Background: an optimization exercise with open tools, aiming at small area. Do not read the settings as production practice.
Where RTL was checked, it was by simulation tests only, not by an equivalence proof against the original.
For run 6, only the layout was checked, not whether the RTL still works.
No activity file was given, so power comes from the tool's default toggle rates.

==> flow/design.v <==
`default_nettype none
package apb_pkg;
  localparam int WAIT_CNT_W = 4;
  typedef enum logic [1:0] {
    MST_IDLE   = 2'd0,
    MST_SETUP  = 2'd1,
    MST_ACCESS = 2'd2
  } apb_mst_state_t;
  typedef enum logic [0:0] {
    IDLE   = 1'b0,
    ACCESS = 1'b1
  } apb_slv_state_t;
endpackage
`default_nettype wire
`default_nettype none
module apb_mem_array #(
  parameter int DATA_WIDTH = 32,
  parameter int RINGS      = 12
) (
  input  logic                  clk,
  input  logic                  rst_n,
  input  logic                  we,
  input  logic [3:0]            wring,
  input  logic [1:0]            wslot,
  input  logic [DATA_WIDTH-1:0] wdata,    
  input  logic                  rvalid,
  input  logic [3:0]            rring,
  input  logic [1:0]            rslot,
  output logic [DATA_WIDTH-1:0] rdata
);
  localparam int W = DATA_WIDTH;
  logic [RINGS*W-1:0] p0, p1, p2, p3;
  logic [2:0]         t8;          
  logic [2:0]         t8_in;       
  logic [1:0]         u;           
  logic [1:0]         u_in;        
  logic               pol;         
  logic               pol_in;      
  logic [1:0]         clr_cnt;
  logic               clear;       
  logic               pend;
  logic [3:0]         pend_ring;
  logic [1:0]         pend_slot;
  logic [W-1:0]       wbuf;
  logic [W-1:0]       wsrc;        
  logic               wr_act;
  logic [3:0]         wr_ring;
  logic [1:0]         wr_slot;
  logic               wr_go;       
  logic [RINGS-1:0]   ins;
  logic [W-1:0]       ins_data;
  assign t8_in    = rst_n ? t8 - 3'd1 : 3'd0;
  assign u        = t8[1:0];
  assign u_in     = t8_in[1:0];
  assign pol      = t8[2];
  assign pol_in   = t8_in[2];
  assign clear    = !rst_n || (clr_cnt != 2'd0);
  assign wr_act   = pend || we;
  assign wr_ring  = pend ? pend_ring : wring;
  assign wr_slot  = pend ? pend_slot : wslot;
  assign wr_go    = wr_act && (wr_slot == u_in);
  assign wsrc     = pend ? wbuf : wdata;
  assign ins_data = (clear ? '0 : wsrc) ^ {W{pol_in}};
  always_comb begin
    for (int r = 0; r < RINGS; r++) begin
      ins[r] = clear || (wr_go && (wr_ring == 4'(r)));
    end
  end
  always_ff @(posedge clk) begin
    for (int r = 0; r < RINGS; r++) begin
      p0[r*W +: W] <= ins[r] ? ins_data : ~p3[r*W +: W];
    end
    p1 <= p0;
    p2 <= p1;
    p3 <= p2;
  end
  always_ff @(posedge clk) begin
    t8 <= t8_in;
    if (!rst_n) begin
      clr_cnt <= 2'd3;
      pend    <= 1'b0;
    end else begin
      if (clr_cnt != 2'd0) clr_cnt <= clr_cnt - 2'd1;
      pend <= wr_act && !wr_go;
    end
    pend_ring <= wr_ring;
    pend_slot <= wr_slot;
  end
  always_ff @(posedge clk) begin
    wbuf <= wsrc;
  end
  logic [W-1:0] tap;
  logic [W-1:0] rcap;
  logic [W-1:0] rout;
  logic         rd_hit;
  always_comb begin
    tap = '0;
    for (int r = 0; r < RINGS; r++) begin
      if (rring == 4'(r)) tap = tap | p0[r*W +: W];
    end
  end
  assign rd_hit = (rslot == u);
  assign rout = ({W{rvalid &&  rd_hit}} & (tap ^ {W{pol}})) |
                ({W{rvalid && !rd_hit}} & rcap);
  always_ff @(posedge clk) begin
    rcap <= rout;
  end
  assign rdata = rout;
endmodule
`default_nettype wire
`default_nettype none
module apb_slave_mem #(
  parameter int ADDR_WIDTH  = 16,
  parameter int DATA_WIDTH  = 32,
  parameter int MEM_DEPTH   = 64,
  parameter int RO_BASE     = 48,
  parameter int WAIT_STATES = 2
) (
  input  logic                  pclk,
  input  logic                  preset_n,
  input  logic                  psel,
  input  logic                  penable,
  input  logic                  pwrite,
  input  logic [ADDR_WIDTH-1:0] paddr,
  input  logic [DATA_WIDTH-1:0] pwdata,
  output logic [DATA_WIDTH-1:0] prdata,
  output logic                  pready,
  output logic                  pslverr
);
  logic [1:0] cnt;
  logic       setup;
  logic       in_rw;      
  logic       in_mem;     
  logic       addr_err;
  assign setup    = psel && !penable;
  assign in_mem   = ({1'b0, paddr} < (ADDR_WIDTH+1)'(MEM_DEPTH));
  assign in_rw    = ({1'b0, paddr} < (ADDR_WIDTH+1)'(RO_BASE));
  assign addr_err = pwrite ? !in_rw : !in_mem;
  assign pready  = preset_n && psel && penable && (cnt == 2'(WAIT_STATES + 1));
  assign pslverr = addr_err;
  always_ff @(posedge pclk) begin
    if (!preset_n || !psel) begin
      cnt <= 2'd0;
    end else if (!penable) begin
      cnt <= 2'd1;
    end else if (cnt == 2'(WAIT_STATES + 1)) begin
      cnt <= 2'd0;
    end else if (cnt != 2'd0) begin
      cnt <= cnt + 2'd1;
    end
  end
  apb_mem_array #(
    .DATA_WIDTH (DATA_WIDTH),
    .RINGS      (RO_BASE / 4)
  ) u_mem (
    .clk    (pclk),
    .rst_n  (preset_n),
    .we     (pready && pwrite && in_rw),
    .wring  (paddr[5:2]),
    .wslot  (paddr[1:0]),
    .wdata  (pwdata),
    .rvalid (in_rw),
    .rring  (paddr[5:2]),
    .rslot  (paddr[1:0]),
    .rdata  (prdata)
  );
endmodule
`default_nettype wire
==> flow/flow/abc_scripts.txt <==
strash; dch; amap; topo
strash; dc2; dch; amap; topo
strash; dch -f; amap; topo
strash; balance; rewrite; refactor; balance; rewrite -z; refactor -z; dch; amap; topo
strash; dch; amap -F 2 -A 4; topo
strash; dc2; dch -f; amap; topo
==> flow/config.mk <==
export PLATFORM = sky130hd
export DESIGN_NAME = apb_slave_mem
export DESIGN_NICKNAME = apb_slave_mem
export VERILOG_FILES = /design/flow/design.v
export SDC_FILE = /design/flow/constraint.sdc
export NUM_CORES = 4
export LEC_CHECK = 0
export CAP_MARGIN = 0
export CORE_MARGIN = 2
export CORE_UTILIZATION = 45
export SLEW_MARGIN = 0
==> flow/constraint.sdc <==
create_clock -name core_clock -period 5.0 [get_ports {pclk}]
set_input_delay 1.0000 -clock core_clock [delete_from_list [all_inputs] [get_ports {pclk}]]
set_output_delay 1.0000 -clock core_clock [all_outputs]
set_load 0.01 [all_outputs]
==> flow/flow/run.sh <==
#!/bin/bash
# Own layout flow: the standard ORFS flow (standard.sh), with
#  - synthesis: synth_recipe.tcl unchanged except that the final abc mapping
#    uses an area-oriented script instead of abc_speed.script; registers,
#    flattening and renaming are as in the standard synthesis. Each script
#    in flow/abc_scripts.txt is tried and the one giving the smallest
#    synthesized area is kept;
#  - CTS without dummy loads, and the CTS, port buffer and repair settings
#    in flow/knobs.sh.
# Each tool's full output stays in orfs/logs/ (the synthesis trials' logs in
# trials/); make's output goes to make.log and trials/N/make.log.
set -euo pipefail
W=$(pwd)
mkdir -p "$W/areasynth" "$W/trials"
# synth.tcl with its abc call replaced by flow/abc_call.tcl
awk -v f="$W/flow/abc_call.tcl" '
  /^  log_cmd abc \{\*\}\$abc_args$/ { while ((getline l < f) > 0) print l; next }
  { print }' "$FLOW_HOME/scripts/synth.tcl" > "$W/areasynth/synth_core.tcl"
grep -q AREA_ABC_SCRIPT "$W/areasynth/synth_core.tcl"
sed "s|^source \$::env(SCRIPTS_DIR)/synth.tcl\$|source $W/areasynth/synth_core.tcl|" \
  "$W/synth_recipe.tcl" > "$W/areasynth/synth.tcl"
grep -q "areasynth/synth_core.tcl" "$W/areasynth/synth.tcl"

CTS="-sink_clustering_enable -repair_clock_nets -dont_use_dummy_load"
source "$W/flow/knobs.sh"
REPORTS="$W/orfs/reports/$FLOW_PLATFORM/apb_slave_mem/base"

run_std() {
  bash "$W/standard.sh" \
    SYNTH_SCRIPT="$W/areasynth/synth.tcl" \
    CTS_ARGS="$CTS $CTS_EXTRA" \
    "${EXTRA_VARS[@]}" \
    "$@"
}

# Synthesis trials: one per abc script.
best=""
best_area=""
n=0
while IFS= read -r script; do
  [[ -z "$script" ]] && continue
  n=$((n + 1))
  mkdir -p "$W/trials/$n"
  printf '%s\n' "$script" > "$W/trials/$n/area.abc"
  rm -rf "$W/orfs"
  export AREA_ABC_SCRIPT="$W/trials/$n/area.abc"
  if run_std synth > "$W/trials/$n/make.log" 2>&1; then
    area=$(awk '/Chip area for module/ {a=$NF} END {print a}' "$REPORTS/synth_stat.txt")
    cp "$REPORTS/synth_stat.txt" "$W/trials/$n/"
    echo "trial $n: area $area: $script" >> "$W/trials/summary.txt"
    if [[ -n "$area" ]] && { [[ -z "$best_area" ]] || awk -v a="$area" -v b="$best_area" 'BEGIN {exit !(a < b)}'; }; then
      best=$n
      best_area=$area
    fi
  else
    echo "trial $n: failed: $script" >> "$W/trials/summary.txt"
  fi
done < "$W/flow/abc_scripts.txt"
[[ -n "$best" ]]
echo "kept trial $best ($best_area)" >> "$W/trials/summary.txt"

# The layout, with the kept script.
rm -rf "$W/orfs"
export AREA_ABC_SCRIPT="$W/trials/$best/area.abc"
run_std finish > "$W/make.log" 2>&1
==> flow/flow/knobs.sh <==
CTS_EXTRA="-sink_clustering_size 20 -sink_clustering_max_diameter 60 -buf_list sky130_fd_sc_hd__clkbuf_8"
EXTRA_VARS=(BUFFER_PORTS_ARGS="-buffer_cell sky130_fd_sc_hd__buf_1" REMOVE_ABC_BUFFERS=1)
==> flow/standard.sh <==
#!/bin/bash
# synth_recipe.tcl (not shown) runs the flow's synth.tcl, then flattens the netlist and writes it again
# the make line also repeats each setting of config.mk as NAME=value (left out here)
make -C /OpenROAD-flow-scripts/flow DESIGN_CONFIG=/design/flow/config.mk WORK_HOME=/design/flow/orfs CLKGATE_MAP_FILE= SYNTH_SCRIPT=/design/flow/synth_recipe.tcl "${@:-finish}"
==> flow/flow/abc_call.tcl <==
  # Area-oriented mapping: the same abc arguments without the speed script
  # and delay target, and this folder's area.abc script instead.
  set area_abc_args {}
  set skip 0
  foreach a $abc_args {
    if { $skip } { set skip 0; continue }
    if { $a eq "-script" || $a eq "-D" } { set skip 1; continue }
    lappend area_abc_args $a
  }
  log_cmd abc -script $::env(AREA_ABC_SCRIPT) {*}$area_abc_args
==> reports/results.tsv, run 1 <==
stage	metric	value	unit
global_route	antenna_found_initial	2	
yosys	synth-xor-area-share	0	%
yosys	synth_fa_ha_area_share	0.130	%
power_and_ir_drop	p_clk_share	23.6	%
yosys	yosysWarnings	2	
routing	drt_wl_total	102000	um
routing	drc_errors	0	
yosys	synth_top_flop_cell	dfxtp_1	
final_layout	areaGrowthSynthToFinish	10.7	%
clocking	clk_pin_slew	0.09	ns
job	maxCapViolations	0	
floorplan	dieArea	0.0876	sq mm
yosys	synthCells	2610	
clocking	cts_resized	0	
power_and_ir_drop	combinationalPowerShare	5.8	%
clocking	clockBufferDepth	3	
yosys	yosysMostFrequentCell	dfxtp_1	
power_and_ir_drop	leakagePower	0.0165	uW
routing	ant_nets	0	
setup_path	cp.arrival	3.50	ns
timing	worst_pin_slew	1.25	ns
timing	maxSlewViolCount	0	
timing	finalWorstSetupSlack	0.496	ns
setup_path	critPathSlowestCell	nor4_2	
floorplan	ios	87	
placement	dpl_worst_slack	0.564	ns
yosys	synth_commonest_cells	dfxtp_1 (1,614), o22ai_1 (422), clkinv_1 (119)	
placement	gp_congestion	0.779	
timing	fin_skew	0.0929	ns
timing	finalSetupViolations	0	
setup_path	cp_max_fo	32	
setup_path	worstSetupEndpointType	output port	
final_layout	layout-drive-gt1-share	7.57	%
clocking	hold_buffers	0	
timing	hold_slack	0.266	ns
global_route	grt_usage	22.9	%
floorplan	dieWidth	296	um
power_and_ir_drop	switching_share	23.2	%
power_and_ir_drop	finalPower	22500	uW
final_layout	fillers	7249	
setup_path	path_cells	buf_1, clkinv_1, nor4_2, buf_12, a221o_1, nand4b_1, clkinv_1, o221ai_1, o21ai_0, buf_1	
clocking	cts_setup_buffers	0	
power_and_ir_drop	p_int	17300	uW
yosys	synth.area.mux_share	0	%
yosys	async_reset_ff_share	0	%
power_and_ir_drop	p_per_area	530	mW/mm^2
timing	period_needed	4.50	ns
yosys	ys_seq_area_share	84.2	%
setup_path	max_stage_delay	0.51	ns
global_route	grt_max_degree	36	
timing	fin_crit_sh	90.1	%
yosys	synth-compound-area-share	12.4	%
routing	wire_per_inst	25.3	um
worst_hold_path	hp-class	flop to flop	
yosys	synth_area_leaders	dfxtp_1 (84%), o22ai_1 (6.9%), a222oi_1 (1.8%)	
routing	first_pass_iters	8	
clocking	numCtsBuffers	95	
clocking	cts_tree	built	
yosys	synth_top_family_by_area	compound AO/OA/AOI/OAI gates	
clocking	htree_levels	3	
placement	hpwl	53100	um
final_layout	fin_nets	2927	
global_route	grt_pass1_wl	147000	um
floorplan	num_rows	107	
floorplan	core-area	0.0849	sq mm
global_route	grt_pass1_vias	21648	
yosys	avgSynthCellArea	14.7	sq um
status	outcome	timing/DRC/antenna clean	
setup_path	crit_path_start_kind	input pin	
yosys	synth_enable_flop_cells	0	
yosys	synth_cell_types	27	
setup_path	critPathRequiredTime	4.00	ns
clocking	root_buffer	clkbuf_8	
final_layout	stdcell_count	4014	
timing	finalSetupTns	0	ns
power_and_ir_drop	ir_worst_vdd	0.000260	V
setup_path	worstSetupPathType	input pin to output port	
clocking	clk-insertion-delay-late	0.75	ns
floorplan	die_h	296	um
power_and_ir_drop	p_switching	5220	uW
yosys	yosys.area_share.simple	2.08	%
yosys	synth_top_area_cell	dfxtp_1	
global_route	grt_overflow	0	
routing	via_count	21875	
placement	post-place-cells	3917	
timing	hold_violations	0	
timing	slew_headroom	16.7	%
yosys	ys_ff_latch	1614	
yosys	netlist_area	0.0384	sq mm
floorplan	start_util	45.2	%
power_and_ir_drop	power.share.sequential	70.6	%
yosys	yosysTopAreaCellShare	84.2	%
routing	avgViaCountPerCell	5.45	
timing	max_freq	222	MHz
placement	portBuffers	86	
routing	drt-initial-drc-count	2320	
clocking	clock-sinks	1614	
timing	rsz0062_at_grt	no	
## flip-flops by register name (all words and copies together) (netlist names)
register,cells
u_mem.p1,384
u_mem.pend,1
cnt,2
u_mem.p0,384
u_mem.wbuf,32
u_mem.t8,3
u_mem.p3,384
u_mem.pend_slot,2
u_mem.p2,384
u_mem.clr_cnt,2
u_mem.rcap,32
u_mem.pend_ring,4
## critical path, delay by kind of cell
family                 cells  cell delay [ns]
AO/OA/AOI/OAI              3             0.84
buffers and inverters      5             1.01
AND/OR/NAND/NOR            2             0.65
## power groups by stage
stage	clock, uW	combinational [uW]	sequential [uW]
after floorplan	0	739	15800
after global placement	0	1250	16100
after detailed placement	0	1280	16100
after CTS	5430	1290	15900
after global routing	5870	1390	16100
final	5320	1300	15900
## final cells by class
class                           count  area (sq um)  share of cell area [%]
Antenna cell                        2          5.00                  0.0118
Multi-Input combinational cell    877          5850                    13.8
Timing Repair Buffer              163          1130                    2.65
Clock buffer                       95          1310                    3.08
Sequential cell                  1614         32300                    76.1
Inverter                          119           447                    1.05
Tap cell                         1144          1430                    3.37
## layer usage
| metal | vias to the layer above | wire, um | global-route usage [%] |
|---|---|---|---|
| met5 | - | 0 | 0 |
| met3 | 167 | 7270 | 3.81 |
| li1 | 9886 | - | - |
| met2 | 891 | 43500 | 33.8 |
| met1 | 10931 | 48300 | 34.6 |
| met4 | 0 | 2470 | 6.70 |
## through the flow
stage | util [%] | cell area (sq um)
final | 50.1 | 42500
after global routing | 50.0 | 42500
after CTS | 50.0 | 42500
after detailed placement | 48.5 | 41200
after floorplan | - | 38400
after global placement | 48.5 | 41200
## worst paths after layout
path | slack, ns | depth (start not counted) | start | endpoint
worst max-delay path | 0.50 | 10 | paddr[3] | prdata[4]
worst min-delay path | 0.27 | 0 | u_mem.p2[124]$_DFF_P_ | u_mem.p3[124]$_DFF_P_
worst max register to register | 1.30 | 9 | u_mem.pend$_SDFF_PN0_ | u_mem.p0[277]$_DFF_P_
worst min register to register | 0.27 | 0 | u_mem.p2[124]$_DFF_P_ | u_mem.p3[124]$_DFF_P_
## cells by family (layout without fill, tap and decap cells)
group / count (synthesis) / in the layout
flip-flops: 1614 / 1614
AO/OA/AOI/OAI: 699 / 699
AND/OR/NAND/NOR: 174 / 174
buffers and inverters: 119 / 377
adder cells (fa/ha/maj): 4 / 4
other: 0 / 2
## placed cells by master (no fill, tap or decap), types with 18 or more instances in the layout
cell type / instances
buf_1: 86
o21ai_0: 39
clkinv_1: 104
nor2_1: 76
a21oi_1: 34
a22oi_1: 45
o22ai_1: 422
o221ai_1: 23
nand2_1: 40
clkbuf_8: 95
a22o_1: 22
buf_12: 18
a222oi_1: 68
buf_4: 59
nand4_1: 21
dfxtp_1: 1612
==> run 2: changes to the inputs <==
--- a/flow/config.mk
+++ b/flow/config.mk
@@ -9,3 +9,3 @@
 export CORE_MARGIN = 2
-export CORE_UTILIZATION = 45
+export CORE_UTILIZATION = 40
 export SLEW_MARGIN = 0
==> reports/results.tsv, run 2 <==
stage	metric	value	unit
routing	ant_nets	0	
routing	via_count	22002	
timing	hold_violations	0	
yosys	synth_commonest_cells	dfxtp_1 (1,614), o22ai_1 (422), clkinv_1 (119)	
worst_hold_path	hp-start	u_mem.p1[237]$_DFF_P_	
setup_path	cp.buffers_inverters	5	
setup_path	cp.arrival	3.79	ns
routing	drt-initial-drc-count	2379	
yosys	async_reset_ff_share	0	%
clocking	root_buffer	clkbuf_8	
setup_path	r2r_cells	10	
timing	worst_pin_slew	1.23	ns
placement	place_area	0.0413	sq mm
global_route	grt_pass1_wl	148000	um
yosys	synth_top_area_cell	dfxtp_1	
floorplan	die_h	314	um
floorplan	start_util	40.4	%
yosys	synth_area_leaders	dfxtp_1 (84%), o22ai_1 (6.9%), a222oi_1 (1.8%)	
worst_hold_path	hp-class	flop to flop	
routing	drt_wl_total	102000	um
yosys	synthCells	2610	
clocking	hold_buffers	0	
routing	avgViaCountPerCell	5.32	
clocking	clk_pin_slew	0.11	ns
yosys	yosysMostFrequentCell	dfxtp_1	
placement	portBuffers	86	
timing	max_freq	209	MHz
global_route	grt_pass1_vias	22032	
power_and_ir_drop	finalPower	22500	uW
setup_path	crit_path_start_kind	input pin	
status	outcome	timing/DRC/antenna clean	
floorplan	num_rows	113	
final_layout	final_cell_mix	dfxtp_1 (1,612), o22ai_1 (422), clkinv_1 (105)	
setup_path	ff2ff_setup_slack	1.39	ns
clocking	clk-insertion-delay-late	0.77	ns
routing	wire_per_inst	24.5	um
power_and_ir_drop	p_per_area	528	mW/mm^2
yosys	avgSynthCellArea	14.7	sq um
clocking	clock-sinks	1614	
yosys	ys_seq_area_share	84.2	%
placement	dpl_worst_slack	0.227	ns
setup_path	path_cells	buf_1, clkinv_1, nor4_2, buf_12, buf_4, a22oi_1, nand4_1, o21ai_0, o311ai_0, o21ai_0, buf_1	
global_route	grt_usage	20.3	%
setup_path	critPathSlowestCell	nor4_2	
clocking	numCtsBuffers	93	
worst_hold_path	hold_path_end	u_mem.p2[237]$_DFF_P_	
clocking	cts_tree	built	
yosys	synth_top_flop_cell	dfxtp_1	
setup_path	r2r_start	u_mem.pend$_SDFF_PN0_	
setup_path	cp_max_fo	24	
clocking	clockBufferDepth	3	
timing	rsz0062_at_grt	no	
timing	maxSlewViolCount	0	
setup_path	worstSetupEndpointType	output port	
global_route	grt_max_degree	40	
yosys	netlist_area	0.0384	sq mm
yosys	ys_ff_latch	1614	
timing	period_needed	4.79	ns
timing	fin_skew	0.106	ns
timing	slew_headroom	17.9	%
timing	finalSetupTns	0	ns
placement	hpwl	54200	um
setup_path	max_stage_delay	0.46	ns
yosys	yosysWarnings	2	
yosys	yosysTopAreaCellShare	84.2	%
final_layout	final_common_cell	dfxtp_1	
routing	first_pass_iters	6	
final_layout	fin_area	0.0426	sq mm
clocking	cts_setup_buffers	0	
floorplan	ios	87	
floorplan	dieArea	0.0984	sq mm
final_layout	stdcell_count	4137	
floorplan	dieWidth	314	um
setup_path	reg2reg_to	u_mem.p0[329]$_DFF_P_	
clocking	htree_levels	3	
routing	drc_errors	0	
placement	gp_congestion	0.802	
clocking	cts_resized	0	
final_layout	layout-drive-gt1-share	7.60	%
worst_hold_path	hold_depth	0	
setup_path	worstSetupPathType	input pin to output port	
setup_path	crit_family	buffers and inverters	
timing	fin_crit_sh	95.8	%
placement	post-place-cells	4042	
final_layout	fin_nets	2929	
power_and_ir_drop	leakagePower	0.0165	uW
job	maxCapViolations	0	
global_route	grt_overflow	0	
yosys	synth_cell_types	27	
floorplan	core-area	0.0950	sq mm
timing	finalSetupViolations	0	
timing	finalWorstSetupSlack	0.211	ns
setup_path	critPathRequiredTime	4.00	ns
yosys	synth_enable_flop_cells	0	
global_route	antenna_found_initial	5	
final_layout	areaGrowthSynthToFinish	11.1	%
power_and_ir_drop	ir_worst_vdd	0.000224	V
## run 2: layer usage
| layer | wire, um | track usage (%) |
|---|---|---|
| met1 | 46200 | 28.5 |
| met2 | 45100 | 31.3 |
| met3 | 7240 | 3.92 |
| met4 | 2940 | 6.87 |
| met5 | 32 | 0 |
## run 2: worst reg2reg max path: cells and delay by family (launching register included)
kind | cells | cell delay, ns
and+or+nand+nor | 3 | 0.97
buffers and inverters | 2 | 1.00
AOI/OAI and AO/OA | 5 | 1.20
DFF | 1 | 0.33
## run 2: cell type report
class                   instances  area, sq um
fillers                      8360        52400
repair buffers                167         1160
diodes                          2         5.00
well taps                    1265         1580
multi-input cells             877         5840
inverters                     119          447
clock buffers                  93         1280
flip-flops and latches       1614        32300
## run 2: power breakdown
group | switching, uW | leakage (uW) | internal (uW)
sequential | 778 | 0.0134 | 15100
combinational | 832 | 0.00235 | 479
clock | 3610 | 0.000669 | 1680
## run 2: cells by family after synthesis
| group | count (synthesis) | share of synthesized area (%) |
|---|---|---|
| adder cells (fa/ha/maj) | 4 | 0.130 |
| buffers and inverters | 119 | 1.16 |
| AND/OR/NAND/NOR | 174 | 2.08 |
| flip-flops | 1614 | 84.2 |
| AO/OA/AOI/OAI | 699 | 12.4 |
## run 2: through the flow
| stage | hold WS [ns] | utilization, % |
|---|---|---|
| 2_1_floorplan | 0.310 | - |
| 3_3_place_gp | 0.310 | 43.5 |
| 3_5_place_dp | 0.312 | 43.5 |
| 4_1_cts | 0.279 | 44.9 |
| 5_1_grt | 0.281 | 44.9 |
| 6_report | 0.275 | 44.9 |
## run 2: worst max-delay path by stage
stage | startpoint | to | slack (ns) | cells after the start
5_1_grt | paddr[3] | prdata[0] | 0.04 | 10
4_1_cts | paddr[2] | prdata[15] | 0.21 | 11
3_3_place_gp | paddr[3] | prdata[14] | 0.36 | 11
6_report | paddr[2] | prdata[15] | 0.21 | 11
3_5_place_dp | paddr[2] | prdata[15] | 0.23 | 11
2_1_floorplan | u_mem.pend$_SDFF_PN0_ | u_mem.p0[128]$_DFF_P_ | -1.69 | 9
==> run 3: changes to the inputs <==
==> flow/flow/knobs.sh (replaced) <==
CTS_EXTRA="-sink_clustering_size 10 -sink_clustering_max_diameter 40 -buf_list sky130_fd_sc_hd__clkbuf_4"
EXTRA_VARS=(BUFFER_PORTS_ARGS="-buffer_cell sky130_fd_sc_hd__buf_1" REMOVE_ABC_BUFFERS=1)
==> reports/results.tsv, run 3 <==
stage	metric	value	unit
yosys	synthCells	2610	
placement	portBuffers	86	
global_route	antenna_found_initial	6	
global_route	grt_overflow	0	
timing	period_needed	4.81	ns
power_and_ir_drop	leakagePower	0.0166	uW
timing	max_freq	208	MHz
yosys	yosysWarnings	2	
final_layout	fillers	8392	
status	outcome	timing/DRC/antenna clean	
final_layout	multiInputGateArea	0.00584	sq mm
yosys	netlist_area	0.0384	sq mm
power_and_ir_drop	combinationalPowerShare	5.8	%
clocking	numCtsBuffers	183	
global_route	grt_pass1_wl	150000	um
placement	dpl_worst_slack	0.227	ns
routing	drc_errors	0	
placement	post-place-cells	4042	
timing	finalSetupTns	0	ns
routing	wire_per_inst	24.3	um
clocking	clk-insertion-delay-late	1.08	ns
power_and_ir_drop	p_int	17300	uW
setup_path	ff2ff_setup_slack	1.35	ns
placement	gp_congestion	0.802	
clocking	clockBufferDepth	3	
setup_path	critPathRequiredTime	4.00	ns
routing	first_pass_iters	7	
worst_hold_path	hp-start	pwdata[16]	
global_route	grt_usage	20.7	%
final_layout	layout-drive-gt1-share	10.4	%
timing	fin_crit_sh	96.1	%
clocking	root_buffer	clkbuf_4	
clocking	cts_setup_buffers	0	
yosys	synth_top_flop_cell	dfxtp_1	
timing	maxSlewViolCount	0	
power_and_ir_drop	switching_share	23.7	%
final_layout	final-seq-area	0.0323	sq mm
yosys	ys_seq_area_share	84.2	%
setup_path	critPathSlowestCell	nor4_2	
yosys	yosysMostFrequentCell	dfxtp_1	
setup_path	cp.arrival	3.81	ns
yosys	async_reset_ff_share	0	%
setup_path	path_cells	buf_1, clkinv_1, nor4_2, buf_12, buf_4, a22oi_1, nand4_1, o21ai_0, o311ai_0, o21ai_0, buf_1	
final_layout	fin_nets	3019	
yosys	synth_enable_flop_cells	0	
setup_path	worstSetupEndpointType	output port	
yosys	synth_area_leaders	dfxtp_1 (84%), o22ai_1 (6.9%), a222oi_1 (1.8%)	
setup_path	critPathLaunch	paddr[2]	
yosys	yosysTopAreaCellShare	84.2	%
power_and_ir_drop	p_clk_share	24.0	%
yosys	synth_cell_types	27	
floorplan	dieWidth	314	um
yosys	avgSynthCellArea	14.7	sq um
power_and_ir_drop	finalPower	22600	uW
timing	rsz0062_at_grt	no	
clocking	clk_pin_slew	0.10	ns
final_layout	areaGrowthSynthToFinish	11.4	%
floorplan	dieArea	0.0984	sq mm
final_layout	stdcell_count	4231	
setup_path	worstSetupPathType	input pin to output port	
floorplan	start_util	40.4	%
floorplan	num_rows	113	
timing	hold_slack	0.144	ns
yosys	synth_top_area_cell	dfxtp_1	
setup_path	r2r_start	u_mem.pend$_SDFF_PN0_	
clocking	clock-sinks	1614	
routing	via_count	22561	
setup_path	cp.buffers_inverters	5	
power_and_ir_drop	p_per_area	530	mW/mm^2
power_and_ir_drop	ir_worst_vdd	0.000271	V
setup_path	crit_family	buffers and inverters	
placement	hpwl	54200	um
yosys	ys_ff_latch	1614	
timing	hold_violations	0	
final_layout	final_cell_mix	dfxtp_1 (1,612), o22ai_1 (422), clkbuf_4 (183)	
floorplan	core-area	0.0950	sq mm
global_route	grt_pass1_vias	22870	
floorplan	die_h	314	um
yosys	synth_commonest_cells	dfxtp_1 (1,614), o22ai_1 (422), clkinv_1 (119)	
clocking	cts_resized	0	
clocking	hold_buffers	0	
timing	slew_headroom	17.5	%
clocking	cts_tree	built	
routing	ant_nets	0	
timing	finalSetupViolations	0	
timing	finalWorstSetupSlack	0.193	ns
floorplan	ios	87	
routing	avgViaCountPerCell	5.33	
routing	drt_wl_total	103000	um
routing	drt-initial-drc-count	2170	
timing	fin_skew	0.0783	ns
global_route	grt_max_degree	40	
setup_path	cp_max_fo	24	
setup_path	crit_path_start_kind	input pin	
worst_hold_path	hp-class	input pin to flop	
final_layout	final_common_cell	dfxtp_1	
power_and_ir_drop	p_switching	5370	uW
power_and_ir_drop	power.share.sequential	70.2	%
setup_path	max_stage_delay	0.46	ns
job	maxCapViolations	0	
timing	worst_pin_slew	1.23	ns
clocking	htree_levels	4	
## run 3: cell count changes in the layout (fill, tap and decap cells not counted)
| cell | previous run | this run |
|---|---|---|
| diode_2 | 2 | 6 |
| clkbuf_8 | 93 | 0 |
| clkbuf_4 | 0 | 183 |
## run 3: layer usage
layer / vias to the layer above / GRT usage [%] / wire, um
met3: 219 / 5.12 / 8000
li1: 10170 / - / -
met2: 965 / 31.5 / 45500
met1: 11199 / 28.4 / 46200
met4: 8 / 7.81 / 2940
met5: - / 0 / 46
## run 3: cell type report
class	count	share of cell area (%)
Antenna cell	6	0.0351
Clock buffer	183	3.21
Inverter	119	1.05
Multi-Input combinational cell	877	13.7
Sequential cell	1614	75.6
Tap cell	1265	3.70
Timing Repair Buffer	167	2.71
## run 3: path summary, 6_finish.rpt
check                                 to  cells after the start
setup / recovery              prdata[15]                     11
hold / removal    u_mem.wbuf[16]$_DFF_P_                      3
hold reg to reg    u_mem.p2[148]$_DFF_P_                      0
setup reg to reg   u_mem.p0[349]$_DFF_P_                     10
## run 3: power groups by stage
stage	logic (uW)	clock network, uW	registers, uW
5_1_grt	1400	6080	16100
3_3_place_gp	1250	0	16100
2_1_floorplan	739	0	15800
3_5_place_dp	1280	0	16100
4_1_cts	1300	5570	15900
6_report	1310	5440	15900
## run 3: metrics by stage
step | area, sq um | util, %
floorplan | 38400 | -
global placement | 41300 | 43.5
detailed placement | 41300 | 43.5
CTS | 42700 | 45.0
global route | 42700 | 45.0
finish | 42700 | 45.0
## run 3: worst register-to-register path, delay by kind of cell (launching register included)
kind	cells	cell delay, ns
compound gates	5	1.18
buf+inv	2	1.01
simple gates	3	0.95
flops	1	0.34
## run 3: kinds of logic after synthesis
group	Yosys count	synth area share [%]
AND/OR/NAND/NOR	174	2.08
flip-flops	1614	84.2
buffers and inverters	119	1.16
adder cells (fa/ha/maj)	4	0.130
AO/OA/AOI/OAI	699	12.4
==> run 4: changes to the inputs <==
--- a/flow/flow/abc_scripts.txt
+++ b/flow/flow/abc_scripts.txt
@@ -6 +6,5 @@
 strash; dc2; dch -f; amap; topo
+strash; dc2; dch -f; amap -F 3 -A 3; topo
+strash; dc2; dch -f; amap -F 4 -A 6; topo
+strash; dc2; dch -f; amap -F 2 -A 8; topo
+strash; dc2; dch -f; amap; topo; strash; dc2; dch -f; amap; topo
==> flow/flow/knobs.sh (replaced) <==
CTS_EXTRA="-sink_clustering_size 20 -sink_clustering_max_diameter 60 -buf_list sky130_fd_sc_hd__clkbuf_8"
EXTRA_VARS=(BUFFER_PORTS_ARGS="-buffer_cell sky130_fd_sc_hd__buf_1" REMOVE_ABC_BUFFERS=1)
==> reports/results.tsv, run 4 <==
stage	metric	value	unit
floorplan	die_h	313	um
timing	slew_headroom	14.9	%
final_layout	fillers	8302	
clocking	clockBufferDepth	3	
yosys	synthCells	2555	
timing	rsz0062_at_grt	no	
yosys	synth_enable_flop_cells	0	
clocking	numCtsBuffers	91	
final_layout	layout-drive-gt1-share	8.20	%
setup_path	cp_max_fo	28	
yosys	ys_seq_area_share	84.4	%
floorplan	ios	87	
timing	fin_crit_sh	94.0	%
global_route	grt_usage	20.1	%
clocking	clock-sinks	1614	
global_route	grt_pass1_vias	21780	
placement	hpwl	56800	um
placement	gp_congestion	0.779	
setup_path	worstSetupEndpointType	output port	
timing	worst_pin_slew	1.28	ns
yosys	yosysWarnings	2	
yosys	synth_cell_types	24	
routing	first_pass_iters	6	
timing	max_freq	213	MHz
floorplan	core-area	0.0949	sq mm
setup_path	critPathRequiredTime	4.00	ns
yosys	async_reset_ff_share	0	%
routing	drt-initial-drc-count	1988	
yosys	ys_ff_latch	1614	
worst_hold_path	hp-start	u_mem.p2[114]$_DFF_P_	
routing	drc_errors	0	
yosys	yosysTopAreaCellShare	84.4	%
setup_path	r2r_start	u_mem.pend$_SDFF_PN0_	
final_layout	final_cell_mix	dfxtp_1 (1,612), o22ai_1 (391), clkbuf_8 (91)	
job	maxCapViolations	0	
setup_path	critPathLaunch	paddr[2]	
yosys	synth_top_area_cell	dfxtp_1	
status	outcome	timing/DRC/antenna clean	
final_layout	fin_nets	2888	
yosys	synth_area_leaders	dfxtp_1 (84%), o22ai_1 (6.4%), a222oi_1 (1.5%)	
yosys	synth_top_flop_cell	dfxtp_1	
placement	place_area	0.0413	sq mm
global_route	grt_max_degree	45	
worst_hold_path	hp-class	flop to flop	
timing	hold_violations	0	
timing	fin_skew	0.0598	ns
floorplan	dieArea	0.0982	sq mm
clocking	clk-insertion-delay-late	0.73	ns
global_route	grt_overflow	0	
clocking	cts_setup_buffers	0	
global_route	antenna_found_initial	2	
timing	maxSlewViolCount	0	
routing	avgViaCountPerCell	5.28	
final_layout	final-seq-area	0.0323	sq mm
final_layout	areaGrowthSynthToFinish	11.2	%
routing	drt_wl_total	101000	um
timing	period_needed	4.70	ns
yosys	yosysMostFrequentCell	dfxtp_1	
floorplan	dieWidth	313	um
final_layout	multiInputGateArea	0.00583	sq mm
clocking	htree_levels	3	
clocking	cts_tree	built	
setup_path	crit_path_start_kind	input pin	
routing	wire_per_inst	24.6	um
floorplan	num_rows	113	
timing	finalSetupViolations	0	
global_route	grt_pass1_wl	148000	um
floorplan	start_util	40.3	%
power_and_ir_drop	leakagePower	0.0165	uW
clocking	cts_resized	0	
yosys	netlist_area	0.0383	sq mm
setup_path	worstSetupPathType	input pin to output port	
placement	portBuffers	86	
setup_path	cp.arrival	3.70	ns
final_layout	fin_area	0.0425	sq mm
routing	via_count	21636	
clocking	clk_pin_slew	0.11	ns
power_and_ir_drop	p_per_area	528	mW/mm^2
routing	ant_nets	0	
final_layout	final_common_cell	dfxtp_1	
power_and_ir_drop	ir_worst_vdd	0.000182	V
power_and_ir_drop	finalPower	22500	uW
yosys	avgSynthCellArea	15.0	sq um
clocking	root_buffer	clkbuf_8	
clocking	hold_buffers	0	
yosys	synth_commonest_cells	dfxtp_1 (1,614), o22ai_1 (391), clkinv_1 (96)	
-- run 4: cell count changes after synthesis, sizes merged, moves of 18 or more --
| cell | previous run | this run |
|---|---|---|
| a22o | 22 | 43 |
| clkinv | 119 | 96 |
| a22oi | 45 | 63 |
| o22ai | 422 | 391 |
| nor2 | 77 | 11 |
| a31oi | 1 | 33 |
-- run 4: worst max-delay path: stages --
cell and delay (ns):
buf_1 0.42, clkinv_1 0.40, nor3_2 0.51, buf_12 0.32, a221oi_1 0.13, nand4_1 0.14
clkinv_1 0.07, o221ai_1 0.32, o21ai_0 0.20, buf_1 0.17
-- run 4: metal layers --
metal / vias up / wire length, um / GRT usage (%)
li1: 9843 / - / -
met1: 10880 / 46500 / 28.5
met2: 746 / 44600 / 31.0
met3: 167 / 6820 / 4.00
met4: 0 / 2960 / 6.75
met5: - / 0 / 0
-- run 4: kinds of logic (layout without fill, tap and decap cells) --
group	count (synthesis)	after routing	synth area share, %
simple gates	101	101	1.31
flops	1614	1614	84.4
buf+inv	96	370	0.941
other cells	0	2	0
fa+ha+maj	4	4	0.131
compound gates	740	740	13.2
-- run 4: final cells by class --
type / instances / area share, %
clock buffer: 91 / 2.94
inverter: 96 / 0.847
tap: 1265 / 3.72
sequential: 1614 / 76.0
antenna: 2 / 0.0118
timing repair buffer: 183 / 2.82
multi-input combinational: 845 / 13.7
-- run 4: per-stage QoR --
step                worst slack (ns)  utilization (%)  TNS [ns]  std cells  hold WS (ns)
global placement               0.371             43.5         0       4003         0.310
floorplan                      -1.68                -   -641.23       2555         0.310
global route                   0.134             44.8         0       4095         0.306
detailed placement             0.319             43.5         0       4003         0.312
CTS                            0.303             44.8         0       4094         0.294
finish                         0.300             44.8         0       4096         0.294
-- run 4: worst paths after layout --
path | end | slack, ns | depth (start not counted)
setup / recovery | prdata[15] | 0.30 | 10
hold / removal | u_mem.p3[114]$_DFF_P_ | 0.29 | 0
setup reg to reg | u_mem.p0[381]$_DFF_P_ | 1.29 | 10
hold reg to reg | u_mem.p3[114]$_DFF_P_ | 0.29 | 0
-- run 4: where the power goes --
group / internal, uW / switching (uW)
Combinational: 493 / 828
Sequential: 15100 / 799
Clock: 1650 / 3600
==> run 5: changes to the inputs <==
--- a/flow/flow/run.sh
+++ b/flow/flow/run.sh
@@ -10,3 +10,3 @@
 # Each tool's full output stays in orfs/logs/ (the synthesis trials' logs in
-# trials/); make's output goes to make.log and trials/N/make.log.
+# trials/N/logs/); make's output goes to make.log and trials/N/make.log.
 set -euo pipefail
@@ -49,2 +49,3 @@
     cp "$REPORTS/synth_stat.txt" "$W/trials/$n/"
+    cp -r "$W/orfs/logs" "$W/trials/$n/logs"
     echo "trial $n: area $area: $script" >> "$W/trials/summary.txt"
@@ -56,2 +57,3 @@
     echo "trial $n: failed: $script" >> "$W/trials/summary.txt"
+    if [[ -d "$W/orfs/logs" ]]; then cp -r "$W/orfs/logs" "$W/trials/$n/logs"; fi
   fi
==> flow/flow/knobs.sh (replaced) <==
CTS_EXTRA="-sink_clustering_size 18 -sink_clustering_max_diameter 60 -buf_list sky130_fd_sc_hd__clkbuf_8"
EXTRA_VARS=(BUFFER_PORTS_ARGS="-buffer_cell sky130_fd_sc_hd__buf_1" REMOVE_ABC_BUFFERS=1)
==> reports/results.tsv, run 5 <==
stage	metric	value	unit
global_route	grt_pass1_vias	21910	
yosys	synthCells	2555	
final_layout	final_common_cell	dfxtp_1	
final_layout	final-seq-area	0.0323	sq mm
timing	period_needed	4.72	ns
setup_path	worstSetupEndpointType	output port	
status	outcome	timing/DRC/antenna clean	
worst_hold_path	hp-class	flop to flop	
yosys	ys_ff_latch	1614	
timing	finalWorstSetupSlack	0.282	ns
power_and_ir_drop	p_int	17400	uW
clocking	hold_buffers	0	
global_route	top_usage_layer	met2	
job	maxCapViolations	0	
final_layout	layout-drive-gt1-share	8.52	%
power_and_ir_drop	p_per_area	532	mW/mm^2
setup_path	critPathRequiredTime	4.00	ns
setup_path	cp.arrival	3.72	ns
global_route	antenna_found_initial	3	
setup_path	worstSetupPathType	input pin to output port	
timing	worst_pin_slew	1.31	ns
global_route	met3_usage	3.69	%
final_layout	final_cell_mix	dfxtp_1 (1,612), o22ai_1 (391), clkbuf_8 (101)	
yosys	yosysTopAreaCellShare	84.4	%
yosys	yosysMostFrequentCell	dfxtp_1	
floorplan	die_h	313	um
timing	finalSetupViolations	0	
clocking	htree_levels	3	
routing	first_pass_iters	6	
setup_path	r2r_start	u_mem.pend$_SDFF_PN0_	
timing	max_freq	212	MHz
global_route	use_met2	31.0	%
routing	drt_wl_total	101000	um
yosys	synth_commonest_cells	dfxtp_1 (1,614), o22ai_1 (391), clkinv_1 (96)	
clocking	clock-sinks	1614	
global_route	grt_overflow	0	
yosys	async_reset_ff_share	0	%
yosys	netlist_area	0.0383	sq mm
final_layout	fillers	8296	
floorplan	num_rows	113	
worst_hold_path	hp-start	u_mem.p2[3]$_DFF_P_	
setup_path	cp_max_fo	28	
power_and_ir_drop	finalPower	22700	uW
routing	ant_nets	0	
yosys	yosysWarnings	2	
routing	avgViaCountPerCell	5.28	
power_and_ir_drop	power.share.sequential	70.1	%
clocking	root_buffer	clkbuf_8	
power_and_ir_drop	combinationalPowerShare	5.8	%
global_route	grt_pass1_wl	148000	um
setup_path	max_stage_delay	0.51	ns
setup_path	path_cells	buf_1, clkinv_1, nor3_2, buf_12, a221oi_1, nand4_1, clkinv_1, o221ai_1, o21ai_0, buf_1	
clocking	cts_resized	0	
placement	dpl_worst_slack	0.319	ns
global_route	grt_max_degree	45	
floorplan	core-area	0.0949	sq mm
clocking	cts_setup_buffers	0	
clocking	clk-insertion-delay-late	0.73	ns
final_layout	fin_util	45.0	%
yosys	avgSynthCellArea	15.0	sq um
setup_path	reg2reg_to	u_mem.p0[290]$_DFF_P_	
yosys	ys_seq_area_share	84.4	%
global_route	grtUsageMet1	28.8	%
global_route	grt_usage	20.2	%
timing	slew_headroom	12.4	%
yosys	synth_enable_flop_cells	0	
placement	post-place-cells	4003	
yosys	synth_top_area_cell	dfxtp_1	
timing	fin_skew	0.0432	ns
floorplan	dieArea	0.0982	sq mm
floorplan	ios	87	
yosys	synth_cell_types	24	
power_and_ir_drop	switching_share	23.2	%
placement	place_area	0.0413	sq mm
timing	fin_crit_sh	94.4	%
final_layout	areaGrowthSynthToFinish	11.5	%
power_and_ir_drop	p_clk_share	24.1	%
setup_path	r2r_cells	10	
routing	drt-initial-drc-count	2062	
power_and_ir_drop	p_switching	5270	uW
clocking	clk_pin_slew	0.10	ns
floorplan	start_util	40.3	%
worst_hold_path	hold_path_end	u_mem.p3[3]$_DFF_P_	
worst_hold_path	hold_depth	0	
placement	portBuffers	86	
routing	via_count	21687	
routing	drc_errors	0	
placement	gp_congestion	0.779	
power_and_ir_drop	leakagePower	0.0166	uW
power_and_ir_drop	ir_worst_vdd	0.000216	V
clocking	numCtsBuffers	101	
timing	maxSlewViolCount	0	
placement	hpwl	56800	um
final_layout	multiInputGateArea	0.00583	sq mm
setup_path	ff2ff_setup_slack	1.32	ns
clocking	cts_tree	built	
setup_path	critPathSlowestCell	nor3_2	
final_layout	stdcell_count	4106	
final_layout	fin_nets	2898	
floorplan	dieWidth	313	um
timing	hold_violations	0	
yosys	synth_top_flop_cell	dfxtp_1	
final_layout	fin_area	0.0427	sq mm
yosys	synth_area_leaders	dfxtp_1 (84%), o22ai_1 (6.4%), a222oi_1 (1.5%)	
clocking	clockBufferDepth	3	
timing	rsz0062_at_grt	no	
routing	wire_per_inst	24.6	um
setup_path	crit_path_start_kind	input pin	
==> run 5: cell type report <==
| cell class | instances | area share, % |
|---|---|---|
| diodes | 2 | 0.0117 |
| clock buffers | 101 | 3.26 |
| inverters | 96 | 0.844 |
| multi-input cells | 845 | 13.7 |
| flip-flops and latches | 1614 | 75.7 |
| well taps | 1265 | 3.71 |
| repair buffers | 183 | 2.81 |
==> run 5: per-layer routing <==
| layer | vias up | part of all wire, % |
|---|---|---|
| li1 | 9866 | - |
| met4 | 2 | 3.0 |
| met3 | 176 | 6.7 |
| met5 | - | 0.012 |
| met1 | 10888 | 46 |
| met2 | 755 | 44 |
==> run 5: power by group through the flow <==
stage	clock network [uW]	registers, uW	logic, uW
2_1_floorplan	0	15800	741
3_3_place_gp	0	16100	1270
3_5_place_dp	0	16100	1300
4_1_cts	5560	15900	1310
5_1_grt	6020	16100	1410
6_report	5470	15900	1320
==> run 5: worst max path at each step <==
| stage | cells after the start | from | to | slack [ns] |
|---|---|---|---|---|
| after global routing | 12 | paddr[5] | prdata[15] | 0.13 |
| final | 10 | paddr[2] | prdata[15] | 0.28 |
| after CTS | 11 | paddr[2] | prdata[1] | 0.30 |
| after detailed placement | 11 | paddr[2] | prdata[1] | 0.32 |
| after global placement | 12 | paddr[5] | prdata[15] | 0.37 |
| after floorplan | 9 | u_mem.pend$_SDFF_PN0_ | u_mem.p0[128]$_DFF_P_ | -1.68 |
==> run 5: kinds of logic after synthesis <==
logic type,count (synthesis),synth area share (%)
DFF,1614,84.4
AOI/OAI and AO/OA,740,13.2
and+or+nand+nor,101,1.31
buffers and inverters,96,0.941
adders and majority gates,4,0.131
==> run 5: worst max-delay path: cells and delay by family <==
family	cells	cell delay (ns)
AOI/OAI and AO/OA	3	0.65
buffers and inverters	5	1.39
and+or+nand+nor	2	0.65
==> run 5: metrics by stage <==
step / hold slack (ns) / setup TNS, ns
6_report: 0.285 / 0
5_1_grt: 0.282 / 0
4_1_cts: 0.285 / 0
3_5_place_dp: 0.312 / 0
3_3_place_gp: 0.310 / 0
2_1_floorplan: 0.310 / -641.23
==> run 6: changes to the inputs <==
--- a/flow/design.v
+++ b/flow/design.v
@@ -102,3 +102,4 @@
   assign rd_hit = (rslot == u);
-  assign rout = ({W{rvalid &&  rd_hit}} & (tap ^ {W{pol}})) |
+  assign rout = ({W{rvalid &&  rd_hit && !pol}} &  tap) |
+                ({W{rvalid &&  rd_hit &&  pol}} & ~tap) |
                 ({W{rvalid && !rd_hit}} & rcap);
==> flow/flow/knobs.sh (replaced) <==
CTS_EXTRA="-sink_clustering_size 19 -sink_clustering_max_diameter 55 -buf_list sky130_fd_sc_hd__clkbuf_8"
EXTRA_VARS=(BUFFER_PORTS_ARGS="-buffer_cell sky130_fd_sc_hd__buf_1" REMOVE_ABC_BUFFERS=1)
==> reports/results.tsv, run 6 <==
stage	metric	value	unit
routing	drt-initial-drc-count	1934	
job	maxCapViolations	0	
routing	avgViaCountPerCell	5.28	
clocking	root_buffer	clkbuf_8	
final_layout	fin_nets	2864	
clocking	cts_resized	0	
global_route	grt_pass1_wl	147000	um
power_and_ir_drop	finalPower	22600	uW
setup_path	r2r_cells	10	
setup_path	path_cells	buf_1, or2_0, nor3_2, buf_12, a22oi_1, nand2_1, a2111oi_0, a22oi_1, o21ai_0, buf_1	
setup_path	r2r_start	u_mem.pend$_SDFF_PN0_	
yosys	ys_ff_latch	1614	
timing	fin_skew	0.102	ns
floorplan	die_h	313	um
floorplan	dieWidth	313	um
timing	max_freq	214	MHz
status	outcome	timing/DRC/antenna clean	
floorplan	core-area	0.0947	sq mm
final_layout	areaGrowthSynthToFinish	11.9	%
setup_path	ff2ff_setup_slack	1.14	ns
yosys	yosysTopAreaCellShare	84.8	%
setup_path	reg2reg_to	u_mem.p0[170]$_DFF_P_	
clocking	clockBufferDepth	3	
global_route	grt_usage	20.2	%
floorplan	dieArea	0.0977	sq mm
final_layout	layout-drive-gt1-share	8.77	%
global_route	grt_overflow	0	
yosys	netlist_area	0.0381	sq mm
worst_hold_path	hold_path_end	u_mem.p3[212]$_DFF_P_	
global_route	grt_max_degree	37	
routing	wire_per_inst	24.7	um
setup_path	critPathRequiredTime	4.00	ns
setup_path	crit_path_start_kind	input pin	
placement	gp_congestion	0.800	
routing	via_count	21510	
yosys	ys_seq_area_share	84.8	%
worst_hold_path	hp-start	u_mem.p2[212]$_DFF_P_	
yosys	synth_top_area_cell	dfxtp_1	
worst_hold_path	hold_depth	0	
yosys	synth_top_flop_cell	dfxtp_1	
setup_path	worstSetupEndpointType	output port	
timing	period_needed	4.66	ns
yosys	avgSynthCellArea	15.2	sq um
placement	hpwl	57600	um
global_route	grt_pass1_vias	21975	
yosys	synth_area_leaders	dfxtp_1 (85%), o22ai_1 (6.4%), a222oi_1 (1.7%)	
setup_path	cp_max_fo	22	
clocking	htree_levels	3	
timing	slew_headroom	14.3	%
timing	finalWorstSetupSlack	0.335	ns
clocking	cts_tree	built	
clocking	clk_pin_slew	0.11	ns
placement	dpl_worst_slack	0.397	ns
clocking	clk-insertion-delay-late	0.78	ns
timing	maxSlewViolCount	0	
timing	hold_violations	0	
yosys	synth_cell_types	26	
routing	drc_errors	0	
routing	ant_nets	0	
placement	place_area	0.0412	sq mm
timing	finalSetupViolations	0	
power_and_ir_drop	leakagePower	0.0167	uW
floorplan	num_rows	113	
placement	portBuffers	86	
final_layout	final_cell_mix	dfxtp_1 (1,613), o22ai_1 (390), clkbuf_8 (101), buf_4 (101), buf_1 (86)	
setup_path	crit_family	compound AO/OA/AOI/OAI gates	
setup_path	worstSetupPathType	input pin to output port	
global_route	antenna_found_initial	3	
setup_path	cp.arrival	3.66	ns
power_and_ir_drop	ir_worst_vdd	0.000215	V
worst_hold_path	hp-class	flop to flop	
final_layout	fillers	8368	
floorplan	start_util	40.2	%
clocking	cts_setup_buffers	0	
clocking	numCtsBuffers	101	
clocking	hold_buffers	0	
yosys	yosysMostFrequentCell	dfxtp_1	
yosys	synth_enable_flop_cells	0	
timing	rsz0062_at_grt	no	
yosys	synth_commonest_cells	dfxtp_1 (1,614), o22ai_1 (390), a22oi_1 (70)	
routing	first_pass_iters	9	
yosys	async_reset_ff_share	0	%
setup_path	critPathSlowestCell	a2111oi_0	
yosys	yosysWarnings	2	
setup_path	max_stage_delay	0.71	ns
timing	worst_pin_slew	1.28	ns
yosys	synthCells	2504	
final_layout	fin_util	45.0	%
timing	fin_crit_sh	93.3	%
floorplan	ios	87	
setup_path	cp.buffers_inverters	3	
timing	finalSetupTns	0	ns
final_layout	fin_area	0.0426	sq mm
final_layout	final_common_cell	dfxtp_1	
clocking	clock-sinks	1614	
routing	drt_wl_total	101000	um
power_and_ir_drop	p_per_area	531	mW/mm^2
-- run 6: per-stage QoR --
stage | instances | hold WS (ns)
floorplan | 2504 | 0.310
global placement | 3969 | 0.310
detailed placement | 3969 | 0.312
CTS | 4070 | 0.268
global route | 4073 | 0.262
finish | 4075 | 0.270
-- run 6: how the worst max path moves through the flow --
stage	start	to	cells past startpoint
2_1_floorplan	u_mem.pend$_SDFF_PN0_	u_mem.p0[128]$_DFF_P_	9
3_3_place_gp	paddr[5]	prdata[0]	10
3_5_place_dp	paddr[5]	prdata[0]	10
4_1_cts	paddr[5]	prdata[2]	10
5_1_grt	paddr[4]	prdata[21]	11
6_report	paddr[5]	prdata[21]	10
-- run 6: layer usage --
metal  vias to the layer above  global-route usage [%]  share of wire [%]
met5                         -                       0                  0
met4                         0                    5.87                2.4
met3                       168                    3.63                6.3
met2                       723                    32.1                 46
met1                     10856                    28.2                 46
li1                       9763                       -                  -
-- run 6: worst reg2reg max path: stages (launching register included) --
cell and delay [ns]:
dfxtp_2 0.74, inv_2 0.11, a22o_1 0.23, o21ai_0 0.21, o221ai_1 0.18, or2_0 0.39, or3_1 0.57, o21ai_4 0.57
clkinv_1 0.21, buf_4 0.30, o22ai_1 0.26
-- run 6: power breakdown --
part / total (uW) / switching (uW) / leakage, uW / internal, uW
Sequential: 15900 / 791 / 0.0134 / 15100
Combinational: 1270 / 781 / 0.00253 / 488
Clock: 5450 / 3640 / 0.000726 / 1820
-- run 6: kinds of logic (layout without fill, tap and decap cells) --
logic type,after synthesis,count (layout),synth area share [%]
AOI/OAI and AO/OA,702,702,12.9
DFF,1614,1614,84.8
other,0,5,0
buffers and inverters,55,356,0.542
adders and majority gates,4,4,0.131
and+or+nand+nor,129,129,1.62
-- run 6: layout make-up --
cell class                      instances  area (sq um)  share of cell area [%]
Multi-Input combinational cell        835          5800                    13.6
Clock buffer                          101          1390                    3.26
Timing Repair Buffer                  200          1340                    3.14
Inverter                               55           206                   0.484
Sequential cell                      1614         32300                    75.8
Antenna cell                            5          12.5                  0.0293
Tap cell                             1265          1580                    3.71

## port drivers added, routing unchanged
Ports are ideal in the flow. The routed layouts listed here were re-timed in OpenROAD.
Step 1, drivers: a clkbuf_16 drives pclk and a buf_2 each remaining input, both assumed.
Step 2 adds t to the input delays and takes it off the output delays; t is the mean of the earliest and latest rising clock arrival at the registers after step 1. Input paths then give back, and output paths get back, about the clock's delay inside the block.
a / b / c = ideal ports / drivers / drivers and shift; a / b = the first two.
| run | t (ns) | setup slack, ns | cell pins on the clock port's net |
|---|---|---|---|
| run 1 | 0.766 | 0.496 / 0.452 / 0.452 | 1 |
| run 2 | 0.780 | 0.211 / 0.119 / 0.119 | 1 |
| run 3 | 1.094 | 0.193 / 0.106 / 0.106 | 1 |
| run 4 | 0.770 | 0.300 / 0.208 / 0.208 | 1 |
| run 5 | 0.768 | 0.282 / 0.189 / 0.189 | 1 |
| run 6 | 0.791 | 0.335 / 0.305 / 0.305 | 1 |
After both steps every run listed still meets setup and hold. For run 5, which loses most, drivers alone change the setup slack by -0.093 ns; drivers and shift together by -0.093 ns.
